Context: an optimization exercise on an open-source flow, tuned for small area, a short achievable clock period and few clock cycles per item. The choices shown serve that exercise and are no tape-out recipe. Only simulation tests tie the RTL to the original design; equivalence was not proved. Power is estimated from default activity; no workload was simulated.

--- config.mk ---
export PLATFORM = sky130hd
export DESIGN_NAME = phold_core
export DESIGN_NICKNAME = phold_core
export VERILOG_FILES = /design/flow/design.v
export SDC_FILE = /design/flow/constraint.sdc
export NUM_CORES = 4
export LEC_CHECK = 0
export CAP_MARGIN = 20
export CORE_MARGIN = 2
export CORE_UTILIZATION = 40
export SLEW_MARGIN = 20
--- constraint.sdc ---
create_clock -name core_clock -period 6.0 [get_ports {clk}]
set_input_delay 1.2000 -clock core_clock [delete_from_list [all_inputs] [get_ports {clk}]]
set_output_delay 1.2000 -clock core_clock [all_outputs]
set_load 0.01 [all_outputs]
--- design.v ---
package phold_pkg;
   localparam int time_w  = 16;        
   localparam int lp_id_w = 3;
   localparam int lp_num  = 1 << lp_id_w;
   localparam int msg_w   = 32;        
   localparam int rnd_w   = 8;
   localparam int min_gap = 10;        
   localparam int msg_time_lsb = 0;
   localparam int msg_lp_lsb   = 16;
   localparam int msg_type_bit = 19;
   typedef enum logic {
      ev_regular = 1'b0,
      ev_cancel  = 1'b1
   } event_type_e;
endpackage
package history_pkg;
   localparam int hist_depth = 16;     
   localparam int hist_idx_w = 4;
   localparam int hist_cnt_w = 5;      
   localparam int hist_offset_lsb = 20;
   localparam int hist_offset_w   = 8;
   localparam int hist_target_lsb = 28;
   typedef enum logic [1:0] {
      fv_keep,
      fv_expired,
      fv_annihilate,
      fv_rollback
   } filter_verdict_e;
endpackage
`timescale 1ns/1ps
import phold_pkg::*;
import history_pkg::*;
module history_store (
   input  logic                                 clk,
   input  logic                                 rst_n,
   input  logic [phold_pkg::lp_id_w-1:0]        rd_lp,
   input  logic [history_pkg::hist_idx_w-1:0]   rd_idx,
   output logic [phold_pkg::msg_w-1:0]          rd_entry,
   output logic [history_pkg::hist_cnt_w-1:0]   count,
   input  logic                                 wr_en,
   input  logic [history_pkg::hist_idx_w-1:0]   wr_idx,
   input  logic [phold_pkg::msg_w-1:0]          wr_entry,
   input  logic                                 set_count,
   input  logic [history_pkg::hist_cnt_w-1:0]   new_count
);
   logic [msg_w-1:0]      mem [0:lp_num*hist_depth-1];
   logic [hist_cnt_w-1:0] counts [0:lp_num-1];
   assign count = counts[rd_lp];      
   always_ff @(posedge clk) begin
      if (wr_en) begin
         mem[{rd_lp, wr_idx}] <= wr_entry;
      end
      rd_entry <= mem[{rd_lp, rd_idx}];
   end
   always_ff @(posedge clk or negedge rst_n) begin
      if (!rst_n) begin
         for (int i = 0; i < lp_num; i++) begin
            counts[i] <= '0;
         end
      end else if (set_count) begin
         counts[rd_lp] <= new_count;
      end
   end
endmodule
`timescale 1ns/1ps
import phold_pkg::*;
import history_pkg::*;
module history_filter (
   input  logic                                 clk,
   input  logic                                 rst_n,
   input  logic                                 clear,
   input  logic                                 entry_vld,
   input  logic [phold_pkg::msg_w-1:0]          entry,
   input  logic [phold_pkg::time_w-1:0]         cur_time,
   input  logic                                cur_type,
   input  logic [phold_pkg::time_w-1:0]         gvt,
   output logic [1:0]                           verdict,
   output logic                                 discard_cur,
   output logic                                 cancel_pending,
   output logic [phold_pkg::msg_w-1:0]          cancel_msg
);
   logic [time_w-1:0]        entry_time;
   logic                     entry_type;
   logic [hist_offset_w-1:0] entry_offset;
   logic [lp_id_w-1:0]       entry_target;
   logic                     annihilate;
   assign entry_time   = entry[msg_time_lsb +: time_w];
   assign entry_type   = (entry[msg_type_bit]);
   assign entry_offset = entry[hist_offset_lsb +: hist_offset_w];
   assign entry_target = entry[hist_target_lsb +: lp_id_w];
   always_comb begin
      if (entry_time < gvt) begin
         verdict = fv_expired;                  
      end else if (entry_type != cur_type && entry_time == cur_time && !discard_cur) begin
         verdict = fv_annihilate;               
      end else if (cur_type == ev_regular && entry_type == ev_regular &&
                   entry_time > cur_time) begin
         verdict = fv_rollback;                 
      end else begin
         verdict = fv_keep;
      end
   end
   assign annihilate = entry_vld && (verdict == fv_annihilate);
   always_ff @(posedge clk or negedge rst_n) begin
      if (!rst_n) begin
         discard_cur    <= 1'b0;
         cancel_pending <= 1'b0;
      end else if (clear) begin
         discard_cur    <= 1'b0;
         cancel_pending <= 1'b0;
      end else if (annihilate) begin
         discard_cur <= 1'b1;
         if (cur_type == ev_cancel) begin
            cancel_pending <= 1'b1;    
         end
      end
   end
   always_ff @(posedge clk) begin
      if (annihilate && cur_type == ev_cancel) begin
         cancel_msg <= {12'h000, 1'b1, entry_target, 16'(entry_time + {8'b0, entry_offset})};
      end
   end
endmodule
`timescale 1ns/1ps
import phold_pkg::*;
import history_pkg::*;
module event_fifo (
   input  logic                          clk,
   input  logic                          rst_n,
   input  logic                          flush,
   input  logic                          wr_en,
   input  logic [phold_pkg::msg_w-1:0]   din,
   input  logic                          rd_en,
   output logic [phold_pkg::msg_w-1:0]   dout,
   output logic                          empty
);
   logic [msg_w-1:0]      mem [0:hist_depth-1];
   logic [hist_idx_w-1:0] wr_ptr;
   logic [hist_idx_w-1:0] rd_ptr;
   logic [hist_cnt_w-1:0] fill;
   logic                  do_wr;
   logic                  do_rd;
   assign do_wr = wr_en && !flush && (fill != hist_cnt_w'(hist_depth));    
   assign do_rd = rd_en && !flush && !empty;
   assign empty = (fill == '0);
   assign dout  = mem[rd_ptr];          
   always_ff @(posedge clk or negedge rst_n) begin
      if (!rst_n) begin
         wr_ptr <= '0;
         rd_ptr <= '0;
         fill   <= '0;
      end else if (flush) begin
         wr_ptr <= '0;
         rd_ptr <= '0;
         fill   <= '0;
      end else begin
         if (do_wr) wr_ptr <= wr_ptr + 1'b1;
         if (do_rd) rd_ptr <= rd_ptr + 1'b1;
         if (do_wr && !do_rd) begin
            fill <= fill + 1'b1;
         end else if (!do_wr && do_rd) begin
            fill <= fill - 1'b1;
         end
      end
   end
   always_ff @(posedge clk) begin
      if (do_wr) mem[wr_ptr] <= din;
   end
endmodule
`timescale 1ns/1ps
import phold_pkg::*;
import history_pkg::*;
module phold_sequencer (
   input  logic                                 clk,
   input  logic                                 rst_n,
   input  logic                                 in_req,
   input  logic [phold_pkg::msg_w-1:0]          in_msg,
   input  logic [phold_pkg::time_w-1:0]         in_gvt,
   input  logic [phold_pkg::rnd_w-1:0]          in_rnd,
   output logic                                 in_ack,
   output logic                                 out_req,
   output logic [phold_pkg::msg_w-1:0]          out_msg,
   input  logic                                 out_ack,
   output logic                                 busy,
   output logic [phold_pkg::lp_id_w-1:0]        rd_lp,
   output logic [history_pkg::hist_idx_w-1:0]   rd_idx,
   input  logic [phold_pkg::msg_w-1:0]          rd_entry,
   input  logic [history_pkg::hist_cnt_w-1:0]   count,
   output logic                                 wr_en,
   output logic [history_pkg::hist_idx_w-1:0]   wr_idx,
   output logic [phold_pkg::msg_w-1:0]          wr_entry,
   output logic                                 set_count,
   output logic [history_pkg::hist_cnt_w-1:0]   new_count,
   output logic                                 clear,
   output logic                                 entry_vld,
   output logic [phold_pkg::time_w-1:0]         cur_time,
   output logic                                cur_type,
   output logic [phold_pkg::time_w-1:0]         gvt,
   input  logic [1:0]                           verdict,
   input  logic                                 discard_cur,
   input  logic                                 cancel_pending,
   input  logic [phold_pkg::msg_w-1:0]          cancel_msg,
   output logic                                 fifo_flush,
   output logic                                 keep_wr_en,
   output logic [phold_pkg::msg_w-1:0]          keep_din,
   output logic                                 keep_rd_en,
   input  logic [phold_pkg::msg_w-1:0]          keep_dout,
   input  logic                                 keep_empty,
   output logic                                 rb_wr_en,
   output logic                                 rb_rd_en,
   input  logic [phold_pkg::msg_w-1:0]          rb_dout,
   input  logic                                 rb_empty
);
   typedef enum logic [2:0] {
      st_idle,
      st_ack,
      st_read,
      st_process,
      st_write,
      st_out_primary,
      st_out_rollback
   } state_e;
   state_e                   state;
   logic [msg_w-1:0]         cur_msg;
   logic [rnd_w-1:0]         rnd;
   logic [lp_id_w-1:0]       cur_lp;
   logic [hist_cnt_w-1:0]    idx;          
   logic [hist_cnt_w-1:0]    keep_cnt;
   logic                     rd_vld;
   logic                     reissue;      
   logic                     gen_push;
   logic                     out_done;
   logic [hist_offset_w-1:0] gen_offset;
   logic [lp_id_w-1:0]       gen_target;
   logic [msg_w-1:0]         gen_msg;
   logic [msg_w-1:0]         gen_entry;
   logic [msg_w-1:0]         primary_msg;
   logic [time_w-1:0]        rb_time;
   logic [lp_id_w-1:0]       rb_lp;
   logic [lp_id_w-1:0]       rb_target;
   logic [hist_offset_w-1:0] rb_offset;
   assign cur_time = cur_msg[msg_time_lsb +: time_w];
   assign cur_lp   = cur_msg[msg_lp_lsb +: lp_id_w];
   assign cur_type = (cur_msg[msg_type_bit]);
   assign gen_offset = 8'(min_gap) + {3'b0, rnd[4:0]};
   assign gen_target = rnd[rnd_w-1:5];
   assign gen_msg    = {12'h000, 1'b0, gen_target, 16'(cur_time + {8'b0, gen_offset})};
   always_comb begin
      gen_entry = {12'h000, cur_type, cur_lp, cur_time};
      gen_entry[hist_offset_lsb +: hist_offset_w] = gen_offset;
      gen_entry[hist_target_lsb +: lp_id_w]       = gen_target;
   end
   always_comb begin
      if (discard_cur && cancel_pending) begin
         primary_msg = cancel_msg;
      end else if (discard_cur || cur_type == ev_cancel) begin
         primary_msg = {12'h000, 1'b1, 3'b000, 16'h0000};    
      end else begin
         primary_msg = gen_msg;
      end
   end
   assign rb_time   = rb_dout[msg_time_lsb +: time_w];
   assign rb_lp     = rb_dout[msg_lp_lsb +: lp_id_w];
   assign rb_target = rb_dout[hist_target_lsb +: lp_id_w];
   assign rb_offset = rb_dout[hist_offset_lsb +: hist_offset_w];
   assign busy       = (state != st_idle);
   assign fifo_flush = (state == st_ack);
   assign clear      = (state == st_ack);
   assign rd_lp      = cur_lp;
   assign rd_idx     = idx[hist_idx_w-1:0];
   assign entry_vld  = rd_vld;
   assign rb_wr_en   = entry_vld && (verdict == fv_rollback);
   assign gen_push   = (state == st_process) && (cur_type == ev_regular) && !discard_cur &&
                       (keep_cnt != hist_cnt_w'(hist_depth));
   assign keep_wr_en = (entry_vld && verdict == fv_keep) || gen_push;
   assign keep_din   = (state == st_process) ? gen_entry : rd_entry;
   assign wr_en      = (state == st_write) && !keep_empty;
   assign keep_rd_en = wr_en;
   assign wr_idx     = idx[hist_idx_w-1:0];
   assign wr_entry   = keep_dout;
   assign set_count  = (state == st_write) && keep_empty;
   assign new_count  = keep_cnt;
   assign out_done = !out_req && !out_ack;    
   assign rb_rd_en = (state == st_out_rollback) && !reissue && out_done;
   always_ff @(posedge clk) begin
      if (state == st_idle && in_req) begin
         cur_msg <= in_msg;
         gvt     <= in_gvt;
         rnd     <= in_rnd;
      end
   end
   always_ff @(posedge clk or negedge rst_n) begin
      if (!rst_n) begin
         state    <= st_idle;
         in_ack   <= 1'b0;
         out_req  <= 1'b0;
         out_msg  <= '0;
         idx      <= '0;
         keep_cnt <= '0;
         rd_vld   <= 1'b0;
         reissue  <= 1'b0;
      end else begin
         case (state)
            st_idle: begin
               if (in_req) begin
                  in_ack <= 1'b1;
                  state  <= st_ack;
               end
            end
            st_ack: begin
               if (!in_req) begin
                  in_ack   <= 1'b0;
                  idx      <= '0;
                  keep_cnt <= '0;
                  state    <= st_read;
               end
            end
            st_read: begin
               if (entry_vld && verdict == fv_keep) keep_cnt <= keep_cnt + 1'b1;
               if (idx != count) begin
                  rd_vld <= 1'b1;
                  idx    <= idx + 1'b1;
               end else begin
                  rd_vld <= 1'b0;
                  if (!rd_vld) state <= st_process;    
               end
            end
            st_process: begin
               idx <= '0;
               if (gen_push) keep_cnt <= keep_cnt + 1'b1;
               state <= st_write;
            end
            st_write: begin
               if (!keep_empty) begin
                  idx <= idx + 1'b1;
               end else begin
                  out_msg <= primary_msg;
                  out_req <= 1'b1;
                  state   <= st_out_primary;
               end
            end
            st_out_primary, st_out_rollback: begin
               if (out_req && out_ack) begin
                  out_req <= 1'b0;
               end else if (out_done) begin
                  if (state == st_out_rollback && !reissue) begin
                     out_msg <= {12'h000, 1'b0, rb_lp, rb_time};
                     reissue <= 1'b1;
                     out_req <= 1'b1;
                  end else if (!rb_empty) begin
                     out_msg <= {12'h000, 1'b1, rb_target, 16'(rb_time + {8'b0, rb_offset})};
                     reissue <= 1'b0;
                     out_req <= 1'b1;
                     state   <= st_out_rollback;
                  end else begin
                     state <= st_idle;
                  end
               end
            end
            default: state <= st_idle;
         endcase
      end
   end
endmodule
`timescale 1ns/1ps
import phold_pkg::*;
import history_pkg::*;
module phold_core (
   input  logic                            clk,
   input  logic                            rst_n,
   input  logic                            in_req,
   input  logic [phold_pkg::msg_w-1:0]     in_msg,
   input  logic [phold_pkg::time_w-1:0]    in_gvt,
   input  logic [phold_pkg::rnd_w-1:0]     in_rnd,
   output logic                            in_ack,
   output logic                            out_req,
   output logic [phold_pkg::msg_w-1:0]     out_msg,
   input  logic                            out_ack,
   output logic                            busy
);
   logic [lp_id_w-1:0]    rd_lp;
   logic [hist_idx_w-1:0] rd_idx;
   logic [hist_idx_w-1:0] wr_idx;
   logic [msg_w-1:0]      rd_entry;
   logic [msg_w-1:0]      wr_entry;
   logic [hist_cnt_w-1:0] count;
   logic [hist_cnt_w-1:0] new_count;
   logic                  wr_en;
   logic                  set_count;
   logic                  clear;
   logic                  entry_vld;
   logic [time_w-1:0]     cur_time;
   logic [time_w-1:0]     gvt;
   logic                  cur_type;
   logic [1:0]            verdict;
   logic                  discard_cur;
   logic                  cancel_pending;
   logic [msg_w-1:0]      cancel_msg;
   logic                  fifo_flush;
   logic                  keep_wr_en;
   logic                  keep_rd_en;
   logic                  keep_empty;
   logic [msg_w-1:0]      keep_din;
   logic [msg_w-1:0]      keep_dout;
   logic                  rb_wr_en;
   logic                  rb_rd_en;
   logic                  rb_empty;
   logic [msg_w-1:0]      rb_dout;
   phold_sequencer i_sequencer (.*);
   history_store i_store (.*);
   history_filter i_filter (
      .clk, .rst_n, .clear, .entry_vld,
      .entry (rd_entry),
      .cur_time, .cur_type, .gvt, .verdict,
      .discard_cur, .cancel_pending, .cancel_msg
   );
   event_fifo i_keep_fifo (
      .clk, .rst_n,
      .flush (fifo_flush),
      .wr_en (keep_wr_en),
      .din   (keep_din),
      .rd_en (keep_rd_en),
      .dout  (keep_dout),
      .empty (keep_empty)
   );
   event_fifo i_rollback_fifo (
      .clk, .rst_n,
      .flush (fifo_flush),
      .wr_en (rb_wr_en),
      .din   (rd_entry),
      .rd_en (rb_rd_en),
      .dout  (rb_dout),
      .empty (rb_empty)
   );
endmodule
--- run.sh ---
#!/bin/bash
# synth_recipe.tcl (not shown) runs the flow's synth.tcl, then flattens the netlist and writes it again
# the make line also repeats each setting of config.mk as NAME=value (left out here)
make -C /OpenROAD-flow-scripts/flow DESIGN_CONFIG=/design/flow/config.mk WORK_HOME=/design/flow/orfs CLKGATE_MAP_FILE= SYNTH_SCRIPT=/design/flow/synth_recipe.tcl finish
==> summary.txt <==
WL/cell=32.7 um; FF+latch count, synth=5143; RSZ-0062 raised after global routing=no; # setup viols final=0; Port Buf Inserts=70; vias in the first global route=104000; number of antenna violations at the first check in global routing=37; Fillers=40000; P&R area growth vs syn=14.4%; Synth area leader=edfxtp_1; YS warnings=5; Setup crit end kind=flop; Worst Path Arrival=5.76 ns; Max-cap violations=0; cts hold-fix bufs=0; CTS resizes=0; Post-Syn Area=193000 sq um; Final WS setup=1.03 ns; mean area per synthesized cell=19.0 sq um; internal power=70.3 mW; FF+latch area=154000 sq um; Post-layout nets=10700; Fin Clk Skew=0.0708 ns; maximum number of pins on one net before global-route repair=104; Tmin final=4.97 ns; post-layout total power=102 mW; most common cell in the netlist=edfxtp_1; Synth Instances=10100; via count=107000; Final Max Tran Viols=0; reg2reg start=i_sequencer.idx[2]; Crit Path Max Fanout=33; Post-Route WL=569000 um; Multi-input gate area=37200 sq um; Clk pwr share=29.3%; total gr overflow=0; clock latency (worst-skew pair)=1.03 ns; all-layer global routing usage=22.6%; worst reg2reg path depth=7; switching share of power=31.3%; Seq pwr share=47.8%; Seq/Total Area, Yosys=79.7%; Max Root-Sink Buffers=4; DRC=0; Setup crit start=i_sequencer.idx[2]; htree depth=5; Placer Congestion=0.883; Post-synth ARST share=2.04%; R2R setup slack=1.03 ns; most instantiated cells after synthesis=edfxtp_1, a22oi_1, a221oi_1, mux4_2, nand4_1; Synth area leaders=edfxtp_1, a22oi_1, mux4_2, a221oi_1, dfrtp_1; Worst-Margin Slew=1.29 ns; max_slew headroom=12.6%; kind of critical path=flop to flop; Worst-path clk slew=0.07 ns; Post-synth top flop=edfxtp_1; Synth cell types=82; VDD IR max=0.363 mV; CTS Sinks=5143; CTS tree=yes; Critical Path RT=6.79 ns; Final HPWL DP=320000 um; number of synthesized flops with an enable pin=5007; status=finished clean; switching pwr=32.1 mW; Leak=67.0 nW; clk root buf=clkbuf_16; Hold WC Path Type=primary input to asynchronous set/reset pin; chip height=698 um; core area=479000 sq um; Die X=698 um; final setup TNS=0 ns; antenna-violating nets left=0; number of top-level design ports=95; Initial Utilization=40.2%; Power Dens Cells=465 nW/um^2; startpoint types=flop; First DRT Iteration DRCs=15400; Total Die Area=487000 sq um; top-area cell type share of the netlist area=78.0%; Final Hold Vio Count=0; cts bufs inserted=484; fin area=220000 sq um; share of layout cells above drive strength 1=17.6%; vias per std cell=6.16; postcts setup bufs=0; row count=254; global-route wire length before repair=794000 um; Placed Area=205000 sq um; Comb pwr share=22.9%; dpl ws=1.25 ns; DR pass1 iterations=8; period utilization=82.8%; fmax=201 MHz
-- layout make-up --
cell class,count,area share (%)
Antenna cell,24,0.0273
Clock buffer,601,5.79
Clock inverter,293,1.18
Inverter,77,0.131
Multi-Input combinational cell,4251,16.9
Sequential cell,5143,69.7
Tap cell,6400,3.63
Timing Repair Buffer,607,2.63
-- power groups by stage --
stage	Clock, mW	Combinational (mW)	Sequential [mW]
after global routing	31.7	24.6	49.1
after detailed placement	0	22.9	49.7
after global placement	0	22.1	49.6
after floorplan	0	11.6	49.3
after CTS	30.3	22.9	49.0
final	30.0	23.4	49.0
-- path summary, 6_finish.rpt --
path                                          end
min reg2reg                  i_store.counts[0][0]
min in group core_clock      i_store.counts[0][0]
min                        i_sequencer.out_msg[6]
max reg2reg                   i_store.rd_entry[1]
max                           i_store.rd_entry[1]
max in group asynchronous      i_sequencer.idx[2]
-- sequential cells by signal, indices dropped and copies added, names as in the netlist, 3 cells and up --
register and cells:
i_sequencer.gvt 16, i_keep_fifo.rd_ptr 4, i_sequencer.rnd 8, i_sequencer.out_msg 20, i_keep_fifo.wr_ptr 4, i_rollback_fifo.wr_ptr 4
i_rollback_fifo.fill 5, i_filter.cancel_msg 19, i_rollback_fifo.mem 480, i_sequencer.state 3, i_keep_fifo.fill 5, i_store.counts 40
i_sequencer.cur_msg 20, i_rollback_fifo.rd_ptr 4, i_store.mem 3968, i_store.rd_entry 31, i_keep_fifo.mem 496, i_sequencer.idx 5
i_sequencer.keep_cnt 5
-- metal layers --
| layer | global-route usage (%) | wire [um] | vias up |
|---|---|---|---|
| met3 | 4.86 | 62200 | 953 |
| met2 | 35.4 | 262000 | 6197 |
| met1 | 31.7 | 225000 | 56300 |
| li1 | - | - | 43600 |
| met5 | 0.167 | 170 | - |
| met4 | 7.00 | 18900 | 20 |
-- cells in the final DEF (no fill, tap or decap), types with 94 or more instances in the layout --
cell       Yosys  routed
clkinv_2       0      95
nand2_1      181     172
nor2_4         0     140
buf_4         20     454
mux4_2       360     329
a21oi_1      155     155
edfxtp_1    5007    5007
a221oi_1     361     361
dfrtp_1      105      94
nor2_1       263     117
clkinv_1       1     121
clkbuf_1     235     101
clkbuf_16      0     489
o21ai_0      206     182
a22oi_1     1211    1211
nand4_1      284     284
a22o_1       257     257
mux2_2       122     122
a31oi_1      134     134
-- stage by stage --
stage	hold WS, ns	util [%]	std cells
after CTS	0.223	45.9	17400
after detailed placement	0.474	42.7	16500
final	0.260	46.0	17400
after global placement	0.459	42.7	16500
after global routing	0.288	46.0	17400
after floorplan	0.445	-	10100
-- critical path: stages, from the launching register on --
cell	delay, ns
dfrtp_4	0.69
nor3b_4	1.07
buf_12	0.30
buf_4	0.51
a221oi_1	0.19
a31oi_1	0.88
a31oi_1	0.48
o2111ai_1	0.56
-- cell families (layout without fill, tap and decap cells) --
kind of cell / count (synthesis) / in the layout / synth area share, %
flip-flops: 5143 / 5143 / 79.7
AO/OA/AOI/OAI: 2612 / 2612 / 10.1
AND/OR/NAND/NOR: 945 / 945 / 2.46
buffers and inverters: 745 / 1578 / 1.69
multiplexers: 545 / 545 / 5.26
adder cells (fa/ha/maj): 80 / 80 / 0.539
XOR/XNOR: 57 / 57 / 0.259
other: 1 / 36 / 0.00195
Testbench counts, summed over its fixed seeds: cycles 59,806, events 2,560.

## what the ideal ports hide
The results above use ideal ports. As a check the final layout listed here was re-extracted and re-timed, cells and wires unchanged.
Step 1, drivers: a clkbuf_16 drives clk and a buf_2 each remaining input, both assumed.
Step 2 also shifts input and output timing later by t, the mid clock arrival at the registers, as if the neighbouring blocks saw the same clock.
a / b / c = no drivers / after step 1 / after step 2; a / b = the first two.
shift t [ns]: 1.122
slack for setup (ns): 1.032 / 1.032 / 1.032
worst setup path after step 2: register to register
slew at the worst register clock pin (ns): 0.07 / 0.07
cell pins on the clock port's net: 1
After both steps this run still meets setup and hold. For this run, drivers alone change the setup slack by 0.000 ns; drivers and shift together by 0.000 ns.
